From an optimization exercise on the open Yosys and OpenROAD flow, aimed at small area, a short achievable clock period and few clock cycles; shortcuts taken in it are not production practice.
The RTL was checked by simulation tests, not by an equivalence proof against the original design.

--- config.mk ---
export PLATFORM = sky130hd
export DESIGN_NAME = muldiv_sequencer
export DESIGN_NICKNAME = muldiv_sequencer
export VERILOG_FILES = /design/flow/design.v
export SDC_FILE = /design/flow/constraint.sdc
export NUM_CORES = 4
export LEC_CHECK = 0
export CAP_MARGIN = 20
export CORE_MARGIN = 2
export CORE_UTILIZATION = 45
export SETUP_SLACK_MARGIN = 5
export SLEW_MARGIN = 20
export TNS_END_PERCENT = 50
--- constraint.sdc ---
create_clock -name core_clock -period 11.0 [get_ports {clk}]
set_input_delay 2.2000 -clock core_clock [delete_from_list [all_inputs] [get_ports {clk}]]
set_output_delay 2.2000 -clock core_clock [all_outputs]
set_load 0.01 [all_outputs]
--- design.v ---
`default_nettype none
module muldiv_sequencer #(
  parameter int XLEN = 32
) (
  input  logic            clk,
  input  logic            rst,
  input  logic            start,
  input  logic [2:0]      funct3,
  input  logic [XLEN-1:0] rs1_val,
  input  logic [XLEN-1:0] rs2_val,
  input  logic            flush,
  output logic            stall,
  output logic            busy,
  output logic            done,
  output logic [XLEN-1:0] result
);
  logic        st_mul, st_div;             
  logic [3:0]  cnt;                        
  logic        last;                       
  logic        a_sgn;                      
  logic        b_sgn;                      
  logic        bprev;                      
  logic        x_s, x_ns, x_r, use_c, use_lc, inv;  
  logic [31:0] r1;
  logic [31:0] lc;                         
  logic [31:0] r3;
  logic        qinv;                       
  logic [32:0] s, c;
  logic accept;
  assign accept = start & ~flush & ~busy;
  assign stall  = busy | (start & ~flush);
  logic        is_div, f_sgn, dbz, sa, sb, lt, invq;
  logic [31:0] mag_a, mag_b, inv_a, inv_b;
  logic [5:0]  lza, lzb;
  logic [6:0]  sdiff;
  logic [4:0]  nit;
  logic [63:0] norm;
  assign is_div = funct3[2];
  assign f_sgn  = ~funct3[0];
  assign dbz    = (rs2_val == 32'd0);
  assign sa     = f_sgn & rs1_val[31];
  assign sb     = f_sgn & rs2_val[31];
  assign inv_a  = rs1_val ^ {32{sa}};
  assign inv_b  = rs2_val ^ {32{sb}};
  assign mag_a  = inv_a + {31'd0, sa};
  assign mag_b  = inv_b + {31'd0, sb};
  assign invq   = f_sgn & ~funct3[1] & (rs1_val[31] ^ rs2_val[31]);
  function automatic logic [5:0] lzc32(input logic [31:0] v);
    logic [15:0] v1; logic [1:0] c1 [16];
    logic [7:0]  v2; logic [2:0] c2 [8];
    logic [3:0]  v3; logic [3:0] c3 [4];
    logic [1:0]  v4; logic [4:0] c4 [2];
    for (int i = 0; i < 16; i++) begin
      v1[i] = v[2*i+1] | v[2*i];
      c1[i] = v[2*i+1] ? 2'd0 : (v[2*i] ? 2'd1 : 2'd2);
    end
    for (int i = 0; i < 8; i++) begin
      v2[i] = v1[2*i+1] | v1[2*i];
      c2[i] = v1[2*i+1] ? {1'b0, c1[2*i+1]} : 3'(c1[2*i]) + 3'd2;
    end
    for (int i = 0; i < 4; i++) begin
      v3[i] = v2[2*i+1] | v2[2*i];
      c3[i] = v2[2*i+1] ? {1'b0, c2[2*i+1]} : 4'(c2[2*i]) + 4'd4;
    end
    for (int i = 0; i < 2; i++) begin
      v4[i] = v3[2*i+1] | v3[2*i];
      c4[i] = v3[2*i+1] ? {1'b0, c3[2*i+1]} : 5'(c3[2*i]) + 5'd8;
    end
    lzc32 = v4[1] ? {1'b0, c4[1]} : 6'(c4[0]) + 6'd16;
  endfunction
  assign lza   = sa ? lzc32(~rs1_val) : lzc32(rs1_val);
  assign lzb   = sb ? lzc32(~rs2_val | 32'd1) : lzc32(rs2_val | 32'd1);
  assign sdiff = {1'b0, lzb} - {1'b0, lza} + {6'd0, sa} + 7'd1;
  assign lt    = sdiff[6] | (sdiff == 7'd0);
  assign nit   = 5'((sdiff + 7'd1) >> 1);            
  assign norm  = {mag_a, {32{invq}}} >> {nit, 1'b0};
  localparam int W = 49;
  localparam logic [W-1:0] KFIX = W'(64'h5555_5556) << 16;
  logic [32:0] m_a;
  logic [16:0] y;
  logic [W-1:0] row [10];
  logic        m_asgn, m_bsgn;
  assign last   = busy;
  assign m_asgn = busy ? a_sgn : funct3[1] ^ funct3[0];
  assign m_bsgn = busy ? b_sgn : ~funct3[1] & funct3[0];
  assign m_a    = busy ? {a_sgn & r1[31], r1} : {m_asgn & rs1_val[31], rs1_val};
  assign y      = busy ? {r3[31:16], bprev} : {rs2_val[15:0], 1'b0};
  always_comb begin
    logic        neg, one, two;
    logic [33:0] mag, pr;
    logic [32:0] e;
    for (int j = 0; j < 10; j++) row[j] = '0;
    for (int j = 0; j < 8; j++) begin
      neg = y[2*j+2] & ~(y[2*j+1] & y[2*j]);
      one = y[2*j+1] ^ y[2*j];
      two = (y[2*j+2] & ~y[2*j+1] & ~y[2*j]) | (~y[2*j+2] & y[2*j+1] & y[2*j]);
      mag = ({34{one}} & {m_a[32], m_a}) | ({34{two}} & {m_a, 1'b0});
      pr  = mag ^ {34{neg}};
      row[j]     = row[j] | (W'({~pr[33], pr[32:0]}) << (2 * j));
      row[j + 1] = row[j + 1] | (W'(neg) << (2 * j));
    end
    e = m_a & {33{last & ~b_sgn & r3[31]}};
    row[8] = row[8] | (W'({~e[32] & last, e[31:0]}) << 16);
    row[9] = KFIX & {W{last}};
  end
  function automatic logic [2*W-1:0] csa(input logic [W-1:0] x, y, z);
    logic [W-1:0] sm, cy;
    sm  = x ^ y ^ z;
    cy  = ((x & y) | (x & z) | (y & z)) << 1;
    csa = {sm, cy};
  endfunction
  logic [W-1:0] a0, a1, a2, a3, b0, b1, b2, b3, d0, d1, d2, d3;
  logic [W-1:0] e0, e1, f0, f1, ts, tc;
  assign {a0, a1} = csa(row[0], row[1], row[2]);
  assign {a2, a3} = csa(row[3], row[4], row[5]);
  assign {b0, b1} = csa(row[6], row[7], row[8]);
  assign {b2, b3} = csa(row[9], W'(s) & {W{busy}}, W'(c) & {W{busy}});
  assign {d0, d1} = csa(a0, a1, a2);
  assign {d2, d3} = csa(a3, b0, b1);
  assign {e0, e1} = csa(d0, d1, d2);
  assign {f0, f1} = csa(d3, b2, b3);
  assign {ts, tc} = csa(e0, e1, f0);
  logic [W-1:0] us, uc;
  assign {us, uc} = csa(ts, tc, f1);
  function automatic logic [33:0] hc_add(input logic [32:0] a, b, input logic ci);
    logic [32:0] g, p, gg, pp, pt, gt;
    g  = a & b;
    p  = a ^ b;
    gg = g;
    pp = p;
    gg[0] = g[0] | (p[0] & ci);
    for (int i = 1; i < 33; i += 2) begin
      gg[i] = g[i] | (p[i] & gg[i - 1]);
      pp[i] = p[i] & p[i - 1];
    end
    for (int d = 2; d < 33; d = d * 2) begin
      gt = gg;
      pt = pp;
      for (int i = d + 1; i < 33; i += 2) begin
        gg[i] = gt[i] | (pt[i] & gt[i - d]);
        pp[i] = pt[i] & pt[i - d];
      end
    end
    for (int i = 2; i < 33; i += 2)
      gg[i] = g[i] | (p[i] & gg[i - 1]);
    hc_add = {gg[32], p ^ {gg[31:0], ci}};
  endfunction
  logic [32:0] sh1, sh2, df1, df2;
  logic        q1, q2;
  logic [31:0] rem1, rem2;
  logic [33:0] ad1, ad2;
  assign sh1  = {s[31:0], r3[31]};
  assign ad1  = hc_add(sh1, {1'b1, ~r1}, 1'b1);
  assign df1  = ad1[32:0];
  assign q1   = ad1[33];
  assign rem1 = q1 ? df1[31:0] : sh1[31:0];
  assign sh2  = {rem1, r3[30]};
  assign ad2  = hc_add(sh2, {1'b1, ~r1}, 1'b1);
  assign df2  = ad2[32:0];
  assign q2   = ad2[33];
  assign rem2 = q2 ? df2[31:0] : sh2[31:0];
  logic div_now;    
  assign div_now = dbz | lt;
  always_ff @(posedge clk) begin
    if (rst || flush) begin
      busy   <= 1'b0;
      done   <= 1'b0;
      st_mul <= 1'b0;
      st_div <= 1'b0;
    end else if (accept) begin
      busy   <= ~(is_div & div_now);
      done   <= is_div & div_now;
      st_mul <= ~is_div;
      st_div <= is_div & ~div_now;
    end else begin
      done <= 1'b0;
      if (st_mul || (st_div && cnt == 4'd0)) begin
        st_mul <= 1'b0;
        st_div <= 1'b0;
        busy   <= 1'b0;
        done   <= 1'b1;
      end
    end
  end
  always_ff @(posedge clk) begin
    c         <= uc[W-1:16];
    lc[31:16] <= uc[15:0];
    if (!busy) begin
      a_sgn     <= funct3[1] ^ funct3[0];
      b_sgn     <= ~funct3[1] & funct3[0];
      bprev     <= rs2_val[15];
      cnt       <= 4'(nit - 5'd1);
      lc[15:0]  <= uc[15:0];
      if (!is_div) begin
        x_s    <= funct3[1:0] != 2'b00;
        x_ns   <= 1'b0;
        x_r    <= funct3[1:0] == 2'b00;
        use_c  <= funct3[1:0] != 2'b00;
        use_lc <= funct3[1:0] == 2'b00;
        inv    <= 1'b0;
        qinv   <= 1'b0;
        r1     <= rs1_val;
        s      <= us[W-1:16];
        r3     <= {rs2_val[31:16], us[15:0]};
      end else begin
        x_s    <= funct3[1] & ~div_now & ~(f_sgn & rs1_val[31]);
        x_ns   <= funct3[1] & ~div_now &  (f_sgn & rs1_val[31]);
        x_r    <= ~funct3[1] | div_now;
        use_c  <= 1'b0;
        use_lc <= 1'b0;
        inv    <= ~div_now & f_sgn &
                  (funct3[1] ? rs1_val[31] : rs1_val[31] ^ rs2_val[31]);
        qinv   <= invq;
        r1     <= mag_b;
        s      <= {1'b0, norm[63:32]};
        if (dbz)     r3 <= funct3[1] ? rs1_val : 32'hFFFF_FFFF;
        else if (lt) r3 <= funct3[1] ? rs1_val : 32'd0;
        else         r3 <= norm[31:0];
      end
    end else if (st_mul) begin
      s   <= us[W-1:16];
      r3  <= {us[15:0], r3[15:0]};
      cnt <= cnt - 4'd1;
    end else begin
      s   <= {1'b0, rem2};
      r3  <= {r3[29:0], q1 ^ qinv, q2 ^ qinv};
      cnt <= cnt - 4'd1;
    end
  end
  function automatic logic [31:0] hc_add_lci(input logic [31:0] a, b, input logic ci);
    logic [31:0] g, p, gg, pp, gt, pt, cy;
    g  = a & b;
    p  = a ^ b;
    gg = g;
    pp = p;
    for (int i = 1; i < 32; i += 2) begin
      gg[i] = g[i] | (p[i] & g[i - 1]);
      pp[i] = p[i] & p[i - 1];
    end
    for (int d = 2; d < 32; d = d * 2) begin
      gt = gg;
      pt = pp;
      for (int i = d + 1; i < 32; i += 2) begin
        gg[i] = gt[i] | (pt[i] & gt[i - d]);
        pp[i] = pt[i] & pt[i - d];
      end
    end
    for (int i = 2; i < 32; i += 2) begin
      gg[i] = g[i] | (p[i] & gg[i - 1]);
      pp[i] = p[i] & pp[i - 1];
    end
    cy = {gg[30:0] | (pp[30:0] & {31{ci}}), ci};
    hc_add_lci = p ^ cy;
  endfunction
  function automatic logic carry32(input logic [31:0] a, b);
    logic [31:0] g, p;
    logic [15:0] g1, p1;
    logic [7:0]  g2, p2;
    logic [3:0]  g3, p3;
    logic [1:0]  g4, p4;
    g = a & b;
    p = a | b;
    for (int i = 0; i < 16; i++) begin
      g1[i] = g[2*i+1] | (p[2*i+1] & g[2*i]);
      p1[i] = p[2*i+1] & p[2*i];
    end
    for (int i = 0; i < 8; i++) begin
      g2[i] = g1[2*i+1] | (p1[2*i+1] & g1[2*i]);
      p2[i] = p1[2*i+1] & p1[2*i];
    end
    for (int i = 0; i < 4; i++) begin
      g3[i] = g2[2*i+1] | (p2[2*i+1] & g2[2*i]);
      p3[i] = p2[2*i+1] & p2[2*i];
    end
    for (int i = 0; i < 2; i++) begin
      g4[i] = g3[2*i+1] | (p3[2*i+1] & g3[2*i]);
      p4[i] = p3[2*i+1] & p3[2*i];
    end
    carry32 = g4[1] | (p4[1] & g4[0]);
  endfunction
  logic [31:0] out_x, out_y;
  logic        out_ci;
  assign out_x  = ({32{x_s}} & s[31:0]) | ({32{x_ns}} & ~s[31:0]) | ({32{x_r}} & r3);
  assign out_y  = ({32{use_c}} & c[31:0]) | ({32{use_lc}} & lc);
  assign out_ci = (use_c & carry32(r3, lc)) | inv;
  assign result = hc_add_lci(out_x, out_y, out_ci);
endmodule
`default_nettype wire
--- run.sh ---
#!/bin/bash
# synth_recipe.tcl (not shown) runs the flow's synth.tcl, then flattens the netlist and writes it again
# the make line also repeats each setting of config.mk as NAME=value (left out here)
make -C /OpenROAD-flow-scripts/flow DESIGN_CONFIG=/design/flow/config.mk WORK_HOME=/design/flow/orfs CLKGATE_MAP_FILE= SYNTH_SCRIPT=/design/flow/synth_recipe.tcl finish
==> run notes, run 1 <==
synthesized area 0.0334 sq mm; syn nets 4580; Avg Cell Area, Syn 8.39 sq um; worst-path fanout max 9; starting density of the core 45.6%; Max-Slew Margin vs Limit 27.4%; final setup margin 4.19 ns; share of cells above drive strength 1 28.9%; CP Capture Type flip-flop; Post-DRT Antenna Nets 0; delay-heaviest family, CP adder cells; RSZ-0062 raised after global routing yes; Clock transition at path regs 0.07 ns; kind of start point of the critical path input pin; Unique masters post-synth 95; wire per inst 31.7 microns; EDFF count, synth 71; Worst path depth 15; CTS tree done; setup violators final 0; Layout area overhead 32.5%; max frequency 0.147 GHz; top_reg_cell synth dfxtp_1; Post-Place Worst Slack 2.23 ns; Inst Count DP 4826; Req. time, crit path 11.25 ns; status finished clean; io pins 106; Tmin final 6.81 ns; commonest non-fill, non-tap cell in the layout buf_4; CTS H-tree depth 4; WP data arrival 7.06 ns; # clock sinks 176; Final Hold Fails 0; clock skew 0.0210 ns; Post-Layout Cell Count 5319; DRT Pass-1 Iters 7; fin nets 4943; sequential share of the synthesized area 12.7%; Longest Clk Path Bufs 2; Die Height 276 microns; drt total wl 169 mm; post-DP HPWL 118 mm; Setup TNS Final 0 ns; 1st-iter DRT viols 5373; number of global-route vias before repair 33500; cts bufs inserted 17; Worst-Margin Slew 1.09 ns; number of cell rows 99; routability congestion estimate 1.07; Warnings, synthesis 18; die area 0.0764 sq mm; core area 0.0732 sq mm; Tcrit/Tclk final 61.9%; initial antenna violation count 8; DR vias 36000; largest net degree at the start of global routing 73; Vias/cell 6.76; Hold/Removal Path Class flip-flop to flip-flop; cells after synthesis 3981; clk latency of the worst-skew pair 0.51 ns; grt total ovfl 0; Buf+Inv Stages, Crit Path 4; Final Max Slew Viols 0; Critical Path, Cell by Cell clkdlybuf4s15_2 -> buf_6 -> mux2_4 -> a22oi_2 -> xnor2_1 -> fa_1 -> inv_1 -> fa_1 -> fa_1 -> fa_1 -> inv_1 -> fa_2 -> a222oi_1 -> o41ai_1 -> or3_1; CP Launch Point rs1_val[13]; Post-DP Area 0.0358 sq mm; Yosys reg bits 176; worst r2r src busy; DR DRC count 0; worst-case reg-to-reg path depth 17; CTS root buffer clkbuf_16; die width 276 microns; most frequent cells in the layout buf_4, inv_1, xnor2_1; share of flip-flops with an asynchronous set or reset 0%; R2R setup slack 4.21 ns; Setup CP Type input pin to flip-flop; Max stage delay on crit path 0.56 ns; Max Cap Violations 0; Total Routing Usage GR 42.0%; Worst R2R End r3[23]; Critical Path End r3[14]; first-pass GRT wire length 236 mm; Port Buffers 105; CP max stage cell fa_1; final instance area 0.0443 sq mm; most frequent CP cell fa_1
## stage by stage
step	hold slack [ns]	utilization, %
5_1_grt	0.530	60.5
4_1_cts	0.489	57.2
6_report	0.495	60.5
2_1_floorplan	0.457	-
3_3_place_gp	0.465	48.9
3_5_place_dp	0.474	48.9
## per-layer routing
layer,vias up,routed length (microns),GRT usage (%)
li1,14900,-,-
met1,17400,61300,53.6
met2,2901,68800,61.0
met3,773,23700,12.9
met4,12,14500,27.4
met5,-,92,0
## cells by family after synthesis
group                      share of synthesized area, %
AOI/OAI and AO/OA                                  22.7
and+or+nand+nor                                    12.5
muxes                                              5.47
adders and majority gates                          27.0
buffers and inverters                              7.91
xor gates and xnor gates                           11.8
DFF                                                12.7
## layout make-up
| type | instances | area (sq um) |
|---|---|---|
| Clock inverter | 12 | 158 |
| Fill cell | 6325 | 28900 |
| Antenna cell | 3 | 7.51 |
| Multi-Input combinational cell | 3115 | 29900 |
| Inverter | 385 | 1490 |
| Sequential cell | 176 | 4260 |
| Tap cell | 959 | 1200 |
| Timing Repair Buffer | 648 | 6760 |
| Clock buffer | 20 | 437 |
| Timing Repair inverter | 1 | 7.51 |
## how the worst min path moves through the flow
stage | startpoint | endpoint | slack, ns | cells after the start
after floorplan | a_sgn | a_sgn | 0.46 | 1
after CTS | a_sgn | a_sgn | 0.49 | 1
after detailed placement | a_sgn | a_sgn | 0.47 | 1
final | a_sgn | a_sgn | 0.49 | 1
after global routing | a_sgn | a_sgn | 0.53 | 1
after global placement | a_sgn | a_sgn | 0.46 | 1
## flip-flops by register name, summed over array words and instances, names as in the netlist, 4 cells and up
register	flops
c	33
cnt	4
lc	28
r1	32
r3	32
s	33
## synth_stat cells (all sizes together), types with 10 or more instances
cell type / count / area share [%]
a211o: 10 / 0.26
a211oi: 19 / 0.43
a21o: 41 / 0.92
a21oi: 188 / 2.8
a221o: 16 / 0.48
a221oi: 15 / 0.41
a22o: 35 / 0.92
a22oi: 316 / 7.1
a31oi: 44 / 0.82
and2: 72 / 1.4
and3: 18 / 0.34
and4: 12 / 0.31
buf: 38 / 0.48
clkbuf: 276 / 3.1
dfxtp: 105 / 6.3
edfxtp: 71 / 6.4
fa: 319 / 19
ha: 209 / 7.8
inv: 384 / 4.3
mux2: 72 / 2.4
mux2i: 83 / 2.5
nand2: 203 / 2.3
nand2b: 19 / 0.36
nand3: 61 / 0.91
nand4: 26 / 0.49
nor2: 252 / 2.8
nor2b: 11 / 0.21
nor3: 56 / 0.84
nor4: 66 / 1.3
o211ai: 29 / 0.65
o21a: 23 / 0.52
o21ai: 214 / 3.2
o221ai: 14 / 0.37
o22ai: 30 / 0.56
o31ai: 21 / 0.47
or2: 11 / 0.21
or3: 27 / 0.52
xnor2: 342 / 9.0
xor2: 99 / 2.6
## repair_timing
action | 4_1_cts | 5_1_grt
hold endpoints to repair | 0 | 0
endpoints found under the setup margin | 162 | 126
cloned | 24 | 12
hold buffers | 0 | 0
pin swaps | 181 | 164
gates resized for setup | 811 | 342
setup buffers | 298 | 124
Testbench counts, summed over its fixed seeds: cycles 12,894.
==> inputs of run 2 (changes only) <==
--- a/config.mk
+++ b/config.mk
@@ -8,6 +8,6 @@
 export CAP_MARGIN = 20
 export CORE_MARGIN = 2
 export CORE_UTILIZATION = 45
-export SETUP_SLACK_MARGIN = 5
+export SETUP_SLACK_MARGIN = 4.3
 export SLEW_MARGIN = 20
 export TNS_END_PERCENT = 50
==> run 2 against run 1 <==
  * Wire length fell by 2.4%
  * Area after synthesis did not move
  * Register-to-register slack improved by 0.07 ns
  * First-iteration DRC count rose by 6.3%
  * Via count fell by 2.4%
  * Non-clock buffer count fell by 131
  * Still clean on timing, DRC and antenna
  * Utilization fell by 4.0 points
==> run notes, run 2 <==
Setup CP Type input pin to flip-flop; Layout area overhead 23.8%; commonest non-fill, non-tap cell in the layout inv_1; DR vias 35100; share of the synthesized area in the top cell type 19.1%; hold_ws 0.490 ns; WP data arrival 7.12 ns; Synth area leader fa_1; Yosys reg bits 176; GRT busiest layer met2; Vias/cell 6.76; Worst-Margin Slew 1.38 ns; routability congestion estimate 1.09; Max Cap Violations 0; die area 0.0764 sq mm; Post-DP Area 0.0356 sq mm; EDFF count, synth 71; number of global-route vias before repair 32300; grt total ovfl 0; most frequent CP cell fa_1; CP Launch Point rs2_val[7]; CP max stage cell fa_2; 1st-iter DRT viols 5710; Post-DRT Antenna Nets 0; most frequent cells in the layout inv_1, xnor2_1, buf_4; CTS H-tree depth 4; number of cell rows 99; top_reg_cell synth dfxtp_1; Critical Path, Cell by Cell buf_4 -> mux2i_4 -> inv_2 -> ha_4 -> a22oi_2 -> xnor2_2 -> fa_1 -> inv_2 -> fa_1 -> fa_1 -> fa_1 -> inv_2 -> fa_2 -> a222oi_1 -> o41ai_2 -> or3_1; Tcrit/Tclk final 62.4%; Total Routing Usage GR 40.9%; syn nets 4580; worst-case reg-to-reg path depth 23; status finished clean; met1 Usage GRT 53.3%; met3 Use GR 11.4%; Post-Layout Cell Count 5191; Avg Cell Area, Syn 8.39 sq um; Max-Slew Margin vs Limit 7.66%; final instance area 0.0413 sq mm; Worst R2R End s[9]; cells after synthesis 3981; CTS root buffer clkbuf_16; Die Height 276 microns; final setup margin 4.14 ns; Setup TNS Final 0 ns; DR DRC count 0; wire per inst 31.7 microns; GR met2 Demand/Resource 58.9%; drt total wl 164 mm; core area 0.0732 sq mm; fillcell total 6583; io pins 106; Inst Count DP 4831; most common cell in the netlist inv_1; Post-synth top cells inv_1, xnor2_1, fa_1; Port Buffers 105; starting density of the core 45.6%; # clock sinks 176; Post-Place Worst Slack 1.88 ns; Tmin final 6.86 ns; first-pass GRT wire length 229 mm; Clock transition at path regs 0.08 ns; synthesized area 0.0334 sq mm; Critical Path End r3[14]; kind of start point of the critical path input pin; Hold/Removal Path Class flip-flop to flip-flop; DRT Pass-1 Iters 7; Req. time, crit path 11.26 ns; cts bufs inserted 17; sequential share of the synthesized area 12.7%; largest net degree at the start of global routing 82; Max stage delay on crit path 0.59 ns; Warnings, synthesis 18; clk latency of the worst-skew pair 0.51 ns; worst r2r src r1[4]; CP Capture Type flip-flop; top flop regs c x33, s x33; initial antenna violation count 16; Final Hold Fails 0; worst-path fanout max 9; Longest Clk Path Bufs 2; Final Util 56.5%; share of flip-flops with an asynchronous set or reset 0%; top cells by area, synth fa_1, xnor2_1, ha_1; share of cells above drive strength 1 21.9%; RSZ-0062 raised after global routing yes; post-DP HPWL 118 mm; max frequency 0.146 GHz; clock skew 0.0141 ns; setup violators final 0; Unique masters post-synth 95; R2R setup slack 4.28 ns; Final Max Slew Viols 0; fin nets 4812; die width 276 microns; CTS tree done
## run 2: cell counts after synthesis
No cell type changed its count.
## run 2: timing repair
item | 4_1_cts | 5_1_grt
gates resized for setup | 470 | 328
hold buffers | 0 | 0
endpoints found under the setup margin | 135 | 80
pin swaps | 65 | 116
setup buffers | 152 | 147
gates cloned | 14 | 9
## run 2: worst min-delay path by stage
stage	from	end	slack [ns]	cells past startpoint
finish	a_sgn	a_sgn	0.49	1
global route	a_sgn	a_sgn	0.51	1
floorplan	a_sgn	a_sgn	0.46	1
detailed placement	a_sgn	a_sgn	0.47	1
CTS	a_sgn	a_sgn	0.49	1
global placement	a_sgn	a_sgn	0.46	1
## run 2: cell families after synthesis
group                      after synthesis  share of synthesized area, %
AOI/OAI and AO/OA                     1117                          22.7
and+or+nand+nor                        854                          12.5
buffers and inverters                  699                          7.91
adders and majority gates              528                          27.0
xor gates and xnor gates               444                          11.8
DFF                                    176                          12.7
muxes                                  163                          5.47
## run 2: per-layer routing
layer | wire, microns | part of all wire [%]
met2 | 67400 | 41
met3 | 22800 | 14
met5 | 215 | 0.13
met4 | 13700 | 8.3
met1 | 60300 | 37
## run 2: worst max-delay path: cells and delay by family
| family | cells | cell delay, ns |
|---|---|---|
| xor+xnor | 1 | 0.16 |
| compound gates | 3 | 0.78 |
| simple gates | 1 | 0.36 |
| mux | 1 | 0.21 |
| fa+ha+maj | 6 | 3.02 |
| buf+inv | 4 | 0.36 |
## run 2: layout make-up
type | count | area, sq um | share of cell area (%)
tap | 959 | 1200 | 2.90
multi-input combinational | 3115 | 28700 | 69.4
inverter | 385 | 1490 | 3.60
clock inverter | 15 | 124 | 0.300
timing repair buffer | 517 | 5150 | 12.5
antenna | 6 | 15.0 | 0.0363
timing repair inverter | 1 | 7.51 | 0.0182
sequential | 176 | 4240 | 10.3
clock buffer | 17 | 425 | 1.03
==> inputs of run 3 (changes only) <==
--- a/config.mk
+++ b/config.mk
@@ -8,6 +8,6 @@
 export CAP_MARGIN = 20
 export CORE_MARGIN = 2
 export CORE_UTILIZATION = 45
-export SETUP_SLACK_MARGIN = 4.3
+export SETUP_SLACK_MARGIN = 3.8
 export SLEW_MARGIN = 20
 export TNS_END_PERCENT = 50
==> run 3 against run 2 <==
  * Synthesized cell count is the same
  * Still clean on timing, DRC and antenna
  * Clock skew grew 0.0040 ns
  * Sequential share of layout area grew 0.87 points
  * Non-clock buffer count shrank 189
==> run notes, run 3 <==
final setup margin 3.83 ns; CP max stage cell dlygate4sd2_1; Setup CP Type input pin to flip-flop; 1st-iter DRT viols 4878; fin nets 4617; Unique masters post-synth 95; Hold Path Depth 1; Avg Cell Area, Syn 8.39 sq um; number of cell rows 99; top cells by area, synth fa_1, xnor2_1, ha_1; core area 0.0732 sq mm; Setup TNS Final 0 ns; synthesized area 0.0334 sq mm; post-DP HPWL 122 mm; Yosys reg bits 176; Port Buffers 105; top flop regs c x33, s x33; R2R setup slack 3.89 ns; worst-case reg-to-reg path depth 25; cts bufs inserted 17; Total Routing Usage GR 40.5%; sequential share of the synthesized area 12.7%; die area 0.0764 sq mm; Post-Place Worst Slack 2.14 ns; clk latency of the worst-skew pair 0.51 ns; io pins 106; share of the synthesized area in the top cell type 19.1%; post-synthesis mux area share 5.47%; CTS root buffer clkbuf_16; setup violators final 0; Final Hold Fails 0; Synth Area in Compound Gates 22.7%; largest net degree at the start of global routing 72; Longest Clk Path Bufs 2; Max Cap Violations 0; grt total ovfl 0; kind of start point of the critical path input pin; share of flip-flops with an asynchronous set or reset 0%; routability congestion estimate 1.05; hold_ws 0.510 ns; worst-path fanout max 26; most common cell in the netlist inv_1; Final Util 52.0%; die width 276 microns; Synth area leader fa_1; Layout area overhead 14.0%; initial antenna violation count 7; Post-DRT Antenna Nets 0; xor and xnor fraction of the mapped netlist area 11.8%; syn nets 4580; starting density of the core 45.6%; WP data arrival 7.55 ns; # clock sinks 176; Max stage delay on crit path 0.80 ns; # hold bufs at CTS 0; Critical Path, Cell by Cell dlygate4sd2_1 -> nor2b_2 -> buf_4 -> nand4_1 -> o21ai_0 -> ha_1 -> ha_1 -> a21o_1 -> a21oi_2 -> xnor2_2 -> nand3b_1 -> xnor2_2 -> buf_4 -> nor2_1 -> nand2_2 -> nor2_2 -> a222oi_1 -> o21ai_0; main combinational cell family by area after synthesis adder cells; clock skew 0.0181 ns; Die Height 276 microns; CTS H-tree depth 4; cells after synthesis 3981; Warnings, synthesis 18; top_reg_cell synth dfxtp_1; area share of fa/ha/maj cells after synthesis 27.0%; DRT Pass-1 Iters 8; hold endpoint cnt[0]; Worst R2R End s[9]; Worst-Margin Slew 1.25 ns; CTS tree done; share of cells above drive strength 1 13.5%; wire per inst 31.9 microns; Tmin final 7.17 ns; CP Capture Type flip-flop; Synth Area in Simple Gates 12.5%; Max-Slew Margin vs Limit 16.6%; first-pass GRT wire length 226 mm; DR vias 33400; worst hold start cnt[0]; worst r2r src r1[3]; Req. time, crit path 11.38 ns; max frequency 0.139 GHz; RSZ-0062 raised after global routing yes; most frequent cells in the layout inv_1, xnor2_1, fa_1; Hold/Removal Path Class flip-flop to flip-flop; Post-synth top cells inv_1, xnor2_1, fa_1; Final Max Slew Viols 0; status finished clean; number of global-route vias before repair 31600; Clock transition at path regs 0.08 ns; DR DRC count 0; Tcrit/Tclk final 65.2%; commonest non-fill, non-tap cell in the layout inv_1; Vias/cell 6.70; drt total wl 159 mm; EDFF count, synth 71
==> run 3: stage by stage <==
step	cell area [sq um]	cells
floorplan	33500	3981
global placement	35400	4834
detailed placement	35400	4834
CTS	37200	4930
global route	38100	4991
finish	38100	4995
==> run 3: worst max path at each step <==
stage / slack [ns] / cells after the start / to / from
global route: 3.71 / 20 / r3[1] / rs1_val[15]
detailed placement: 2.14 / 18 / r3[23] / rs2_val[3]
finish: 3.83 / 18 / s[16] / rs2_val[31]
floorplan: 3.77 / 18 / r3[0] / funct3[0]
CTS: 3.71 / 18 / r3[23] / rs2_val[4]
global placement: 2.17 / 18 / r3[23] / rs2_val[3]
==> run 3: cell type report <==
type,count,area (sq um)
fill,6956,35100
multi-input combinational,3109,27600
sequential,176,4240
timing repair buffer,328,2940
inverter,385,1490
tap,959,1200
clock buffer,19,443
clock inverter,13,143
antenna,5,12.5
timing repair inverter,1,5.00
==> run 3: timing repair <==
item,CTS,global route
cloned,4,3
setup buffers,60,57
endpoints found under the setup margin,99,72
pin swaps,18,31
gates resized for setup,192,181
==> run 3: layer usage <==
layer	vias to the layer above	track usage [%]	part of all wire (%)
met5	-	0	0.033
met4	8	24.2	7.0
met3	546	9.75	12
met2	2441	59.7	42
met1	16200	53.7	38
li1	14200	-	-
==> run 3: cell families after synthesis <==
logic type,after synthesis
adders and majority gates,528
muxes,163
buffers and inverters,699
xor gates and xnor gates,444
and+or+nand+nor,854
DFF,176
AOI/OAI and AO/OA,1117
==> run 3: worst max-delay path, delay by kind of cell <==
family | cells | cell delay, ns
adders and majority gates | 2 | 0.65
and+or+nand+nor | 6 | 1.23
buffers and inverters | 3 | 1.51
AOI/OAI and AO/OA | 5 | 1.50
xor gates and xnor gates | 2 | 0.41
==> inputs of run 4 (changes only) <==
--- a/config.mk
+++ b/config.mk
@@ -8,6 +8,6 @@
 export CAP_MARGIN = 20
 export CORE_MARGIN = 2
 export CORE_UTILIZATION = 45
-export SETUP_SLACK_MARGIN = 3.8
+export SETUP_SLACK_MARGIN = 3.3
 export SLEW_MARGIN = 20
 export TNS_END_PERCENT = 50
==> run 4 against run 3 <==
  * Final cell count shrank 2.0%
  * Clock skew grew 0.0017 ns
  * Area after synthesis is the same
  * Critical path depth shrank 3
  * Utilization shrank 1.7 points
  * Register-to-register slack lost 0.38 ns
  * Die area is the same
  * Wire length shrank 5.5%
  * Critical path type unchanged
==> run notes, run 4 <==
status finished clean; first-pass GRT wire length 220 mm; hold_ws 0.496 ns; routability congestion estimate 1.05; post-DP HPWL 117 mm; setup violators final 0; Tmin final 7.68 ns; fin nets 4519; core area 0.0732 sq mm; largest net degree at the start of global routing 73; Tcrit/Tclk final 69.8%; Vias/cell 6.65; WP data arrival 7.94 ns; DR vias 32600; share of cells above drive strength 1 8.92%; final instance area 0.0368 sq mm; Setup TNS Final 0 ns; Worst-Margin Slew 1.18 ns; Total Routing Usage GR 38.9%; sequential share of the synthesized area 12.7%; commonest non-fill, non-tap cell in the layout inv_1; Port Buffers 105; clock skew 0.0198 ns; top_reg_cell synth dfxtp_1; # clock sinks 176; 1st-iter DRT viols 3989; synthesized area 0.0334 sq mm; cts bufs inserted 17; CTS H-tree depth 4; Yosys reg bits 176; CTS tree done; io pins 106; worst-path fanout max 15; wire per inst 30.8 microns; number of global-route vias before repair 31500; die area 0.0764 sq mm; kind of start point of the critical path input pin; most common cell in the netlist inv_1; starting density of the core 45.6%; Final Max Slew Viols 0; Post-Place Worst Slack 1.98 ns; RSZ-0062 raised after global routing yes; Unique masters post-synth 95; CP Launch Point rs1_val[12]; grt total ovfl 0; DR DRC count 0; Layout area overhead 10.3%; Max-Slew Margin vs Limit 21.0%; Critical Path End r3[14]; worst-case reg-to-reg path depth 24; Worst R2R End s[9]; cells after synthesis 3981; Warnings, synthesis 18; Post-DP Area 0.0353 sq mm; Longest Clk Path Bufs 2; Hold/Removal Path Class flip-flop to flip-flop; CTS root buffer clkbuf_16; Max Cap Violations 0; drt total wl 151 mm; final setup margin 3.32 ns; Post-Layout Cell Count 4897; Die Height 276 microns; CP Capture Type flip-flop; top cells by area, synth fa_1, xnor2_1, ha_1; top flop regs c x33, s x33; DRT Pass-1 Iters 8; clk latency of the worst-skew pair 0.51 ns; Final Util 50.3%; syn nets 4580; die width 276 microns; Post-DRT Antenna Nets 0; Final Hold Fails 0; max frequency 0.130 GHz; initial antenna violation count 6; share of flip-flops with an asynchronous set or reset 0%; EDFF count, synth 71; share of the synthesized area in the top cell type 19.1%; Clock transition at path regs 0.09 ns; Req. time, crit path 11.26 ns; Post-synth top cells inv_1, xnor2_1, fa_1; Synth area leader fa_1; Avg Cell Area, Syn 8.39 sq um; Setup CP Type input pin to flip-flop; worst r2r src r1[2]; Inst Count DP 4824; most frequent cells in the layout inv_1, xnor2_1, fa_1; number of cell rows 99; R2R setup slack 3.51 ns
==> run 4: cell count changes in the layout (fill, tap and decap cells not counted), moves of 14 or more <==
cell             before  now
buf_12               22    7
buf_4               186  111
clkbuf_2             30    1
clkdlybuf4s50_1      56   70
dlymetal6s2s_1        5   29
==> run 4: worst max-delay path, stage by stage <==
cell	delay, ns
dlygate4sd2_1	0.71
inv_1	0.40
o21ai_2	0.61
a22oi_1	0.21
xnor2_1	0.18
fa_1	0.53
inv_1	0.05
fa_1	0.49
fa_1	0.43
fa_1	0.49
inv_1	0.05
fa_1	0.64
a222oi_1	0.39
o41ai_1	0.13
or3_1	0.37
==> run 4: routing by layer <==
metal  routed length (microns)  share of wire [%]  vias to the layer above  track usage, %
li1                          -                  -                    14000               -
met4                      9440                6.3                        4            20.2
met1                     59300                 39                    16000            52.2
met3                     17400                 12                      444            9.14
met2                     64400                 43                     2152            58.4
met5                        34              0.023                        -               0
==> run 4: worst min path at each step <==
stage	from	end	slack, ns	cells after the start
after floorplan	a_sgn	a_sgn	0.46	1
after global placement	a_sgn	a_sgn	0.46	1
after detailed placement	a_sgn	a_sgn	0.48	1
after CTS	a_sgn	a_sgn	0.49	1
after global routing	a_sgn	a_sgn	0.52	1
final	a_sgn	a_sgn	0.50	1
==> run 4: kinds of logic after synthesis <==
group | synth area share (%)
AOI/OAI and AO/OA | 22.7
and+or+nand+nor | 12.5
buffers and inverters | 7.91
adders and majority gates | 27.0
xor gates and xnor gates | 11.8
DFF | 12.7
muxes | 5.47
==> run 4: what timing repair did <==
item                                    in CTS  in global routing
setup buffers                               14                 20
hold buffers                                 0                  0
pin swaps                                    6                  6
gates resized for setup                     53                 70
endpoints found under the setup margin      69                 69
cloned                                       1                  1
==> run 4: area by class of cell <==
class	count	area, sq um
multi-input combinational	3107	27100
antenna	5	12.5
inverter	385	1460
timing repair buffer	233	2210
clock buffer	18	429
clock inverter	14	173
sequential	176	4240
tap	959	1200
fill	7092	36400
==> inputs of run 5 (changes only) <==
--- a/config.mk
+++ b/config.mk
@@ -8,6 +8,6 @@
 export CAP_MARGIN = 20
 export CORE_MARGIN = 2
 export CORE_UTILIZATION = 45
-export SETUP_SLACK_MARGIN = 3.3
+export SETUP_SLACK_MARGIN = 2.8
 export SLEW_MARGIN = 20
 export TNS_END_PERCENT = 50
==> run 5 against run 4 <==
  * Die area stayed put
  * Fmax shrank 4.9%
  * Synthesized cell count stayed put
  * Final cell count decreased by 0.41%
  * Wire length shrank 0.27%
  * Still clean on timing, DRC and antenna
  * Critical path type unchanged
  * Clock skew fell by 0.0027 ns
  * Critical path depth is the same
  * Register-to-register slack lost 0.40 ns
  * Non-clock buffer count fell by 16
==> run notes, run 5 <==
Req. time, crit path 11.23 ns; most frequent cells in the layout inv_1, xnor2_1, fa_1; wire per inst 30.8 microns; grt total ovfl 0; final setup margin 2.92 ns; Inst Count DP 4824; die area 0.0764 sq mm; final instance area 0.0363 sq mm; Setup TNS Final 0 ns; drt total wl 150 mm; Tcrit/Tclk final 73.4%; CTS H-tree depth 4; Post-DP Area 0.0353 sq mm; share of flip-flops with an asynchronous set or reset 0%; Max Cap Violations 0; Setup CP Type input pin to flip-flop; cts bufs inserted 17; most common cell in the netlist inv_1; Post-Place Worst Slack 1.98 ns; synthesized area 0.0334 sq mm; die width 276 microns; commonest non-fill, non-tap cell in the layout inv_1; top_reg_cell synth dfxtp_1; Post-synth top cells inv_1, xnor2_1, fa_1; number of cell rows 99; Avg Cell Area, Syn 8.39 sq um; largest net degree at the start of global routing 73; CP Capture Type flip-flop; Worst-Margin Slew 1.20 ns; sequential share of the synthesized area 12.7%; clk latency of the worst-skew pair 0.51 ns; Max-Slew Margin vs Limit 19.7%; Layout area overhead 8.75%; starting density of the core 45.6%; Final Hold Fails 0; fillcell total 7137; first-pass GRT wire length 218 mm; core area 0.0732 sq mm; fin nets 4504; DR DRC count 0; CTS root buffer clkbuf_16; cells after synthesis 3981; clock skew 0.0171 ns; max frequency 0.124 GHz; Port Buffers 105; routability congestion estimate 1.05; RSZ-0062 raised after global routing yes; syn nets 4580; Max stage delay on crit path 0.87 ns; kind of start point of the critical path input pin; Vias/cell 6.67; top cells by area, synth fa_1, xnor2_1, ha_1; setup violators final 0; Post-Layout Cell Count 4877; DRT Pass-1 Iters 7; WP data arrival 8.30 ns; CTS tree done; 1st-iter DRT viols 4369; Synth area leader fa_1; post-DP HPWL 117 mm; Clock transition at path regs 0.08 ns; number of diodes 0; Hold/Removal Path Class flip-flop to flip-flop; Final Max Slew Viols 0; io pins 106; initial antenna violation count 7; share of the synthesized area in the top cell type 19.1%; Unique masters post-synth 95; top flop regs c x33, s x33; share of cells above drive strength 1 7.99%; Tmin final 8.08 ns; # clock sinks 176; status finished clean; Total Routing Usage GR 38.8%; worst-path fanout max 22; Yosys reg bits 176; Warnings, synthesis 18; Post-DRT Antenna Nets 0; Critical Path, Cell by Cell clkdlybuf4s50_1 -> nand2b_2 -> inv_2 -> buf_4 -> ha_1 -> nor4bb_1 -> a32oi_1 -> nor4_1 -> a21oi_1 -> a31oi_1 -> xnor2_1 -> mux4_2 -> o2bb2ai_1 -> mux2i_2 -> o311ai_1; Longest Clk Path Bufs 2; EDFF count, synth 71; # hold bufs at CTS 0; CP max stage cell clkdlybuf4s50_1; DR vias 32500; Die Height 276 microns; number of global-route vias before repair 31300
[run 5: changes by cell type in the layout (fill, tap and decap cells not counted), moves of 4 or more]
| cell | change |
|---|---|
| o21ai_0 | +4 |
| buf_12 | -5 |
| clkdlybuf4s50_1 | +31 |
| nor4_2 | -4 |
| mux2i_4 | -4 |
| diode_2 | -5 |
| nor4_1 | +4 |
| dlygate4sd2_1 | -4 |
| mux2i_1 | +6 |
| ha_4 | -6 |
| dlymetal6s2s_1 | -26 |
| buf_6 | -9 |
| o21ai_1 | -4 |
[run 5: kinds of logic (layout without fill, tap and decap cells)]
| family | Yosys count | in the layout | share of synthesized area [%] |
|---|---|---|---|
| xor gates and xnor gates | 444 | 446 | 11.8 |
| adders and majority gates | 528 | 528 | 27.0 |
| buffers and inverters | 699 | 634 | 7.91 |
| AOI/OAI and AO/OA | 1117 | 1117 | 22.7 |
| muxes | 163 | 163 | 5.47 |
| DFF | 176 | 176 | 12.7 |
| and+or+nand+nor | 854 | 854 | 12.5 |
[run 5: through the flow]
step | util (%) | hold WS (ns)
after floorplan | - | 0.457
after global placement | 48.3 | 0.463
after detailed placement | 48.3 | 0.476
after CTS | 49.2 | 0.494
after global routing | 49.6 | 0.518
final | 49.6 | 0.494
[run 5: per-layer routing]
metal  up-vias  share of wire [%]  GRT usage (%)
met3       416                 11           8.51
met4         6                6.1           20.5
li1      13900                  -              -
met5         -              0.030              0
met2      2148                 43           58.1
met1     16000                 40           52.2
[run 5: final timing paths]
check	start	endpoint	slack (ns)	depth (start not counted)
min reg2reg	a_sgn	a_sgn	0.49	1
max reg2reg	r1[2]	s[9]	3.11	22
max	funct3[0]	r3[5]	2.92	15
min	a_sgn	a_sgn	0.49	1
[run 5: area by class of cell]
cell class / count / area, sq um / area share (%)
Clock buffer: 18 / 429 / 1.18
Multi-Input combinational cell: 3108 / 26900 / 74.1
Timing Repair Buffer: 217 / 1920 / 5.28
Sequential cell: 176 / 4240 / 11.7
Inverter: 385 / 1450 / 4.00
Clock inverter: 14 / 173 / 0.475
Tap cell: 959 / 1200 / 3.30
[run 5: repair_timing]
item,in CTS,in global routing
buffers inserted,0,19
pin swaps,0,4
setup endpoints to repair,20,55
cloned,0,2
resized for setup,6,33
[run 5: critical path: cells and delay by family]
kind | cells | cell delay [ns]
simple gates | 3 | 1.66
fa+ha+maj | 1 | 0.44
xor+xnor | 1 | 0.24
compound gates | 5 | 1.16
buf+inv | 3 | 1.55
mux | 2 | 1.03
==> inputs of run 6 (changes only) <==
--- a/config.mk
+++ b/config.mk
@@ -8,6 +8,6 @@
 export CAP_MARGIN = 20
 export CORE_MARGIN = 2
 export CORE_UTILIZATION = 45
-export SETUP_SLACK_MARGIN = 2.8
+export SETUP_SLACK_MARGIN = 4.3
 export SLEW_MARGIN = 20
-export TNS_END_PERCENT = 50
+export TNS_END_PERCENT = 20
==> run 6 against run 5 <==
  * Wire length is 8.3% higher
  * Register-to-register slack better by 1.2 ns
  * Final cell count is 5.9% higher
  * Synthesized cell count stayed put
  * Sequential share of layout area is 1.2 points lower
  * Critical path type unchanged
  * Largest cell class unchanged
==> run notes, run 6 <==
status finished clean; Clock transition at path regs 0.08 ns; die area 0.0764 sq mm; top cells by area, synth fa_1, xnor2_1, ha_1; core area 0.0732 sq mm; fin nets 4784; Longest Clk Path Bufs 2; starting density of the core 45.6%; Post-DRT Antenna Nets 0; Hold Path Depth 1; area share of fa/ha/maj cells after synthesis 27.0%; Hold/Removal Path Class flip-flop to flip-flop; FF/Latch Area 0.00425 sq mm; commonest non-fill, non-tap cell in the layout inv_1; Tcrit/Tclk final 62.7%; number of global-route vias before repair 32100; Setup TNS Final 0 ns; Setup CP Type input pin to flip-flop; CP Capture Type flip-flop; Layout area overhead 22.0%; Unique masters post-synth 95; Avg Cell Area, Syn 8.39 sq um; grt total ovfl 0; largest net degree at the start of global routing 79; xor and xnor fraction of the mapped netlist area 11.8%; share of cells above drive strength 1 20.0%; met1 Usage GRT 52.0%; routability congestion estimate 1.06; first-pass GRT wire length 227 mm; Multi-input gate area 0.0283 sq mm; most frequent cells in the layout inv_1, xnor2_1, fa_1; Total Routing Usage GR 40.6%; synthesized area 0.0334 sq mm; syn nets 4580; GRT busiest layer met2; clk latency of the worst-skew pair 0.50 ns; main combinational cell family by area after synthesis adder cells; wire per inst 31.5 microns; R2R setup slack 4.29 ns; CTS tree done; number of cell rows 99; hold endpoint a_sgn; EDFF count, synth 71; top flop regs c x33, s x33; kind of start point of the critical path input pin; max frequency 0.145 GHz; sequential share of the synthesized area 12.7%; Vias/cell 6.70; Synth Area in Simple Gates 12.5%; # clock sinks 176; CTS H-tree depth 4; Max Cap Violations 0; Synth Area in Compound Gates 22.7%; setup violators final 0; io pins 106; Worst R2R End s[18]; die width 276 microns; Synth area leader fa_1; Yosys reg bits 176; Die Height 276 microns; RSZ-0062 raised after global routing yes; DR vias 34600; clock skew 0.0128 ns; CP Launch Point rs2_val[10]; GR met2 Demand/Resource 58.5%; share of the synthesized area in the top cell type 19.1%; Max-Slew Margin vs Limit 31.0%; Worst-Margin Slew 1.03 ns; CTS root buffer clkbuf_16; 1st-iter DRT viols 4957; most common cell in the netlist inv_1; fillcell total 6736; initial antenna violation count 9; Req. time, crit path 11.24 ns; worst hold start a_sgn; DRT Pass-1 Iters 7; Final Hold Fails 0; Warnings, synthesis 18; Port Buffers 105; DR DRC count 0; top_reg_cell synth dfxtp_1; drt total wl 163 mm; Tmin final 6.90 ns; cells after synthesis 3981; share of flip-flops with an asynchronous set or reset 0%; Post-synth top cells inv_1, xnor2_1, fa_1; met3 Use GR 12.5%; WP data arrival 7.14 ns; post-synthesis mux area share 5.47%; post-DP HPWL 118 mm; cts bufs inserted 17; worst-path fanout max 20; Final Max Slew Viols 0; worst-case reg-to-reg path depth 26; worst r2r src r3[31]; # hold bufs at CTS 0
[run 6: cell count changes in the layout (fill, tap and decap cells not counted), moves of 19 or more]
cell / delta
a22oi_1: -19
a22oi_2: +19
buf_12: +49
buf_4: +178
buf_6: +32
clkdlybuf4s50_1: -59
inv_1: -25
o21ai_0: -24
[run 6: worst max-delay path by stage]
stage	end	slack [ns]	cells after the start
after floorplan	r3[14]	4.05	18
final	r3[0]	4.10	19
after CTS	r3[0]	4.10	20
after detailed placement	s[13]	2.07	21
after global routing	r3[0]	4.00	19
after global placement	s[24]	2.09	21
[run 6: layout make-up]
type | instances | share of cell area [%]
timing repair buffer | 489 | 11.9
clock inverter | 15 | 0.408
multi-input combinational | 3115 | 69.5
clock buffer | 17 | 1.04
tap | 959 | 2.94
antenna | 6 | 0.0368
inverter | 385 | 3.68
sequential | 176 | 10.4
timing repair inverter | 1 | 0.0123
[run 6: metrics by stage]
step                cell area [sq um]  instances  setup WS (ns)  utilization [%]  hold WS [ns]
floorplan                       33900       3981           4.05                -         0.457
CTS                             38900       5038           4.10             53.2         0.510
global route                    40700       5157           4.00             55.6         0.537
detailed placement              35600       4833           2.07             48.6         0.470
finish                          40700       5163           4.10             55.7         0.513
global placement                35600       4833           2.09             48.6         0.463
[run 6: critical path: stages]
cell	delay (ns)
buf_12	0.10
or4_4	0.55
nor4_4	0.17
inv_1	0.06
o32a_1	0.32
o22ai_2	0.16
a21oi_1	0.09
a41o_1	0.29
fa_2	0.57
inv_1	0.12
ha_4	0.30
buf_12	0.17
or4_1	0.55
o2111ai_2	0.11
a222oi_1	0.18
buf_4	0.23
mux4_2	0.52
a2111oi_4	0.32
o22ai_1	0.13
[run 6: logic make-up after synthesis]
logic type      after synthesis
xor+xnor                    444
flops                       176
fa+ha+maj                   528
buf+inv                     699
mux                         163
compound gates             1117
simple gates                854
[run 6: repair_timing]
| action | 4_1_cts | 5_1_grt |
|---|---|---|
| cloned | 14 | 9 |
| hold endpoints to repair | 0 | 0 |
| setup endpoints to repair | 141 | 78 |
| gates resized for setup | 456 | 253 |
| pin swaps | 77 | 81 |
| buffers inserted | 159 | 109 |
[run 6: layer usage]
layer	wire, microns	up-vias
li1	-	14600
met1	59600	16700
met2	66500	2657
met3	22300	668
met4	14200	10
met5	50	-
==> inputs of run 7 (changes only) <==
--- a/config.mk
+++ b/config.mk
@@ -8,6 +8,6 @@
 export CAP_MARGIN = 20
 export CORE_MARGIN = 2
 export CORE_UTILIZATION = 45
-export SETUP_SLACK_MARGIN = 4.3
+export SETUP_SLACK_MARGIN = 3.8
 export SLEW_MARGIN = 20
 export TNS_END_PERCENT = 20
==> run 7 against run 6 <==
  * Still clean on timing, DRC and antenna
  * Final cell count shrank 3.3%
  * Sequential share of layout area increased by 0.72 points
  * First-iteration DRC count down 3.3%
  * Worst setup slack worse by 0.33 ns
  * Global-route usage down 0.13 points
  * Register-to-register slack lost 0.46 ns
  * Critical path depth is 2 lower
  * Critical path type unchanged
  * Critical endpoint is now s[16]
==> run notes, run 7 <==
status finished clean; WP data arrival 7.61 ns; Post-Layout Cell Count 4995; worst-path fanout max 18; first-pass GRT wire length 226 mm; cells after synthesis 3981; number of cell rows 99; Yosys reg bits 176; CTS root buffer clkbuf_16; drt total wl 159 mm; most common cell in the netlist inv_1; Critical Path, Cell by Cell clkdlybuf4s50_1 -> buf_4 -> clkinvlp_4 -> ha_1 -> a32o_1 -> buf_4 -> a22oi_1 -> xnor2_1 -> fa_1 -> inv_1 -> fa_1 -> fa_1 -> fa_1 -> inv_1 -> fa_1 -> a222oi_1 -> o21ai_0; Final Max Slew Viols 0; Die Height 276 microns; share of cells above drive strength 1 13.2%; sequential share of the synthesized area 12.7%; Tcrit/Tclk final 65.8%; starting density of the core 45.6%; CTS H-tree depth 4; Synth area leader fa_1; most frequent CP cell fa_1; wire per inst 31.9 microns; number of global-route vias before repair 31600; Max Cap Violations 0; Req. time, crit path 11.38 ns; Hold/Removal Path Class flip-flop to flip-flop; top_reg_cell synth dfxtp_1; grt total ovfl 0; CTS tree done; die width 276 microns; Vias/cell 6.72; commonest non-fill, non-tap cell in the layout inv_1; 1st-iter DRT viols 4791; Worst-Margin Slew 1.25 ns; Layout area overhead 13.8%; CP max stage cell fa_1; Unique masters post-synth 95; delay-heaviest family, CP adder cells; core area 0.0732 sq mm; clk latency of the worst-skew pair 0.51 ns; kind of start point of the critical path input pin; clock skew 0.0183 ns; top cells by area, synth fa_1, xnor2_1, ha_1; synthesized area 0.0334 sq mm; post-DP HPWL 122 mm; Tmin final 7.23 ns; CP Capture Type flip-flop; Total Routing Usage GR 40.5%; Post-DRT Antenna Nets 0; largest net degree at the start of global routing 72; Clock transition at path regs 0.08 ns; routability congestion estimate 1.05; initial antenna violation count 7; die area 0.0764 sq mm; setup violators final 0; Setup CP Type input pin to flip-flop; top flop regs c x33, s x33; share of flip-flops with an asynchronous set or reset 0%; final instance area 0.0380 sq mm; DRT Pass-1 Iters 8; Final Hold Fails 0; most frequent cells in the layout inv_1, xnor2_1, fa_1; Inst Count DP 4834; cts bufs inserted 17; DR vias 33600; max frequency 0.138 GHz; met1 Usage GRT 53.7%; # clock sinks 176; RSZ-0062 raised after global routing yes; met3 Use GR 9.75%; fin nets 4615; GR met2 Demand/Resource 59.7%; Max-Slew Margin vs Limit 16.3%; GRT busiest layer met2; Post-DP Area 0.0354 sq mm; syn nets 4580; DR DRC count 0; share of the synthesized area in the top cell type 19.1%; Post-synth top cells inv_1, xnor2_1, fa_1; Port Buffers 105; Buf+Inv Stages, Crit Path 6; Warnings, synthesis 18; Final Util 51.9%; Max stage delay on crit path 0.53 ns; EDFF count, synth 71; Setup TNS Final 0 ns; Avg Cell Area, Syn 8.39 sq um; Longest Clk Path Bufs 2; io pins 106
-- run 7: cell types whose count changed in the layout (fill, tap and decap cells not counted), sizes merged, moves of 4 or more --
cell / previous run / this run
clkbuf: 41 / 50
clkdlybuf4s50: 42 / 56
buf: 397 / 223
clkdlybuf4s15: 9 / 5
clkinv: 5 / 1
-- run 7: kinds of logic (layout without fill, tap and decap cells) --
| family | after synthesis | after routing | synth area share [%] |
|---|---|---|---|
| compound gates | 1117 | 1118 | 22.7 |
| xor+xnor | 444 | 445 | 11.8 |
| buf+inv | 699 | 744 | 7.91 |
| fa+ha+maj | 528 | 528 | 27.0 |
| other cells | 0 | 7 | 0 |
| flops | 176 | 176 | 12.7 |
| simple gates | 854 | 855 | 12.5 |
| mux | 163 | 163 | 5.47 |
-- run 7: cell type report --
class,instances,area [sq um]
well taps,959,1200
inverters,385,1490
clock buffers,19,443
repair inverters,1,5.00
clock inverters,13,143
diodes,7,17.5
flip-flops and latches,176,4240
repair buffers,326,2930
fillers,6961,35200
multi-input cells,3109,27600
-- run 7: final timing paths --
kind	start	end	slack (ns)	depth (start not counted)
worst max register to register	r1[2]	s[9]	3.83	25
worst min register to register	cnt[0]	cnt[0]	0.51	1
worst max-delay path	funct3[1]	s[16]	3.77	17
worst min-delay path	cnt[0]	cnt[0]	0.51	1
-- run 7: worst register-to-register path: stages, from the launching register on --
cell and delay [ns]:
edfxtp_1 0.58, inv_1 0.26, ha_1 0.33, nor2b_1 0.14
o31a_1 0.28, o41ai_4 0.28, buf_4 0.21, a21oi_4 0.10
a31oi_1 0.31, o21ai_1 0.19, a21o_1 0.21, a21o_1 0.19
fa_1 0.42, mux2_2 0.30, ha_1 0.35, nand4_1 0.16
nor2_1 0.33, o21ai_0 0.29, a211o_1 0.35, o211ai_1 0.09
or3_1 0.19, a21o_1 0.16, a211o_4 0.36, buf_6 0.29
mux2_1 0.36, a221o_1 0.34
-- run 7: routing by layer --
metal / routed length [microns] / vias up
met5: 43 / -
met4: 11100 / 6
met3: 20000 / 523
met2: 67200 / 2451
met1: 61100 / 16400
li1: - / 14200
-- run 7: through the flow --
| step | setup WS (ns) | hold WS, ns |
|---|---|---|
| 5_1_grt | 3.67 | 0.522 |
| 6_report | 3.77 | 0.510 |
| 4_1_cts | 3.71 | 0.494 |
| 2_1_floorplan | 3.77 | 0.457 |
| 3_5_place_dp | 2.14 | 0.478 |
| 3_3_place_gp | 2.17 | 0.463 |
-- run 7: timing repair --
action | CTS | global route
pin swaps | 18 | 29
hold buffers | 0 | 0
buffers inserted | 60 | 55
gates resized for setup | 191 | 160
gates cloned | 4 | 3
setup endpoints to repair | 99 | 72
==> inputs of run 8 (changes only) <==
--- a/config.mk
+++ b/config.mk
@@ -7,7 +7,7 @@
 export LEC_CHECK = 0
 export CAP_MARGIN = 20
 export CORE_MARGIN = 2
-export CORE_UTILIZATION = 45
+export CORE_UTILIZATION = 50
 export SETUP_SLACK_MARGIN = 3.8
 export SLEW_MARGIN = 20
-export TNS_END_PERCENT = 20
+export TNS_END_PERCENT = 50
==> run 8 against run 7 <==
  * Sequential share of layout area up 0.23 points
  * Clock skew fell by 0.0078 ns
  * Final cell count down 3.4%
  * Synthesized cell count did not move
  * First-iteration DRC count is 0.94% higher
  * Global-route usage grew 3.0 points
  * Largest cell class unchanged
==> run notes, run 8 <==
Tmin final 7.21 ns; Critical Path, Cell by Cell dlygate4sd2_1 -> mux2i_4 -> inv_1 -> ha_4 -> buf_4 -> a22oi_1 -> xnor2_1 -> fa_1 -> fa_1 -> fa_2 -> fa_1 -> fa_1 -> mux2_2 -> nand2_1 -> o211ai_1 -> o41a_1; Setup CP Type input pin to flip-flop; Worst-Margin Slew 1.20 ns; number of global-route vias before repair 31500; WP data arrival 7.59 ns; routability congestion estimate 1.05; share of cells above drive strength 1 11.3%; Setup TNS Final 0 ns; Tcrit/Tclk final 65.5%; EDFF count, synth 71; first-pass GRT wire length 220 mm; number of cell rows 94; Max Cap Violations 0; clk latency of the worst-skew pair 0.50 ns; Max stage delay on crit path 0.63 ns; Port Buffers 105; setup violators final 0; status finished clean; WL met2 64.0 mm; 1st-iter DRT viols 4836; top flop regs c x33, s x33; Unique masters post-synth 95; DRT Pass-1 Iters 7; DR DRC count 0; Hold/Removal Path Class flip-flop to flip-flop; most frequent CP cell fa_1; # hold bufs at CTS 0; DR vias 32800; CP Capture Type flip-flop; CTS tree done; initial antenna violation count 7; sequential share of the synthesized area 12.7%; cells after synthesis 3981; grt total ovfl 0; core area 0.0660 sq mm; delay-heaviest family, CP adder cells; Max-Slew Margin vs Limit 19.5%; Layout area overhead 11.5%; Longest Clk Path Bufs 2; Buf+Inv Stages, Crit Path 3; kind of start point of the critical path input pin; share of the synthesized area in the top cell type 19.1%; commonest non-fill, non-tap cell in the layout inv_1; die width 262 microns; Req. time, crit path 11.39 ns; syn nets 4580; clock skew 0.0105 ns; CP max stage cell fa_2; RSZ-0062 raised after global routing yes; fin nets 4546; starting density of the core 50.6%; share of flip-flops with an asynchronous set or reset 0%; drt total wl 153 mm; post-DP HPWL 118 mm; CTS root buffer clkbuf_16; cts bufs inserted 17; most common cell in the netlist inv_1; Post-synth top cells inv_1, xnor2_1, fa_1; worst r2r src r1[6]; Final Max Slew Viols 0; worst hold start a_sgn; Avg Cell Area, Syn 8.39 sq um; worst-path fanout max 21; io pins 106; Post-DRT Antenna Nets 0; Synth area leader fa_1; metal3 WL 19.0 mm; top cells by area, synth fa_1, xnor2_1, ha_1; met1 WL 57.3 mm; CTS H-tree depth 4; Final Hold Fails 0; largest net degree at the start of global routing 63; Clock transition at path regs 0.08 ns; Yosys reg bits 176; most frequent cells in the layout inv_1, xnor2_1, fa_1; Die Height 262 microns; top_reg_cell synth dfxtp_1; wire per inst 31.6 microns; Total Routing Usage GR 43.5%; Highest Signal Layer met5; max frequency 0.139 GHz; CP Launch Point rs2_val[4]; synthesized area 0.0334 sq mm; Warnings, synthesis 18; die area 0.0689 sq mm; Vias/cell 6.80; # clock sinks 176
-- run 8: layout make-up --
cell class,instances,area (sq um)
Fill cell,6175,28800
Multi-Input combinational cell,3110,27500
Sequential cell,176,4240
Timing Repair Buffer,257,2300
Inverter,385,1460
Tap cell,864,1080
Clock buffer,17,425
Clock inverter,15,195
Antenna cell,3,7.51
-- run 8: metal layers --
metal,GRT usage (%),vias to the layer above
met5,0,-
met4,29.9,6
met3,10.4,550
met2,63.6,2285
met1,56.8,15900
li1,-,14100
-- run 8: worst register-to-register path: stages, from the launching register on --
cell	delay, ns
edfxtp_1	0.73
inv_1	0.35
ha_1	0.36
o41ai_4	0.50
a21oi_4	0.17
a31oi_1	0.39
o21ai_2	0.13
a21o_1	0.20
a21o_1	0.18
fa_1	0.43
mux2_2	0.29
ha_1	0.33
nand4_1	0.15
inv_1	0.06
a221oi_1	0.44
a211o_1	0.20
o211ai_1	0.08
or3_1	0.43
a21o_1	0.22
a211o_4	0.53
buf_4	0.28
mux2i_1	0.16
a221o_1	0.34
-- run 8: worst paths after layout --
check        cells after the start  slack [ns]      to
min reg2reg                      1        0.49   a_sgn
max reg2reg                     22        3.92   s[22]
min                              1        0.49   a_sgn
max                             16        3.79  r3[23]
-- run 8: repair_timing --
| action | CTS | global route |
|---|---|---|
| gates resized for setup | 167 | 136 |
| buffers inserted | 34 | 25 |
| setup endpoints to repair | 104 | 67 |
| cloned | 4 | 2 |
| pin swaps | 18 | 18 |
-- run 8: metrics by stage --
| step | setup slack (ns) | utilization (%) | cells | instance area (sq um) | hold WS (ns) |
|---|---|---|---|---|---|
| 2_1_floorplan | 3.77 | - | 3981 | 33500 | 0.457 |
| 3_3_place_gp | 2.21 | 53.4 | 4727 | 35200 | 0.468 |
| 3_5_place_dp | 2.14 | 53.4 | 4727 | 35200 | 0.474 |
| 4_1_cts | 3.79 | 55.6 | 4797 | 36700 | 0.491 |
| 5_1_grt | 3.69 | 56.4 | 4824 | 37200 | 0.516 |
| 6_report | 3.79 | 56.4 | 4827 | 37200 | 0.491 |
-- run 8: cells by family after synthesis --
logic type | Yosys count | share of synthesized area, %
AOI/OAI and AO/OA | 1117 | 22.7
and+or+nand+nor | 854 | 12.5
buffers and inverters | 699 | 7.91
adders and majority gates | 528 | 27.0
xor gates and xnor gates | 444 | 11.8
DFF | 176 | 12.7
muxes | 163 | 5.47

[what the ideal ports hide]
The flow's constraints put no driver on any port. The routed layouts listed below were extracted and timed again, unchanged, in two steps. Step 1 assumes that a clkbuf_16 drives the clock port and a buf_2 every other input. Step 2, shift: input delay + t, output delay - t, t = (earliest + latest rising clock arrival at the registers) / 2. This alone moves slack from input paths to output paths. Three values: ideal, step 1, step 2; two values: the first two.
run	t (ns)	setup slack, ns	worst setup path after step 2
run 1	0.560	4.192 / 4.197 / 3.636	input to register
run 2	0.565	4.136 / 4.156 / 3.591	input to register
run 3	0.564	3.829 / 3.880 / 3.316	input to register
run 4	0.560	3.324 / 3.364 / 2.804	input to register
run 5	0.555	2.924 / 2.960 / 2.404	input to register
run 6	0.550	4.100 / 4.113 / 3.563	input to register
run 7	0.567	3.766 / 3.805 / 3.239	input to register
run 8	0.556	3.793 / 3.835 / 3.279	input to register
After both steps every run listed still meets setup and hold. The setup slack of run 1, which loses most, moves by +0.005 ns with the drivers and by -0.556 ns with both steps.
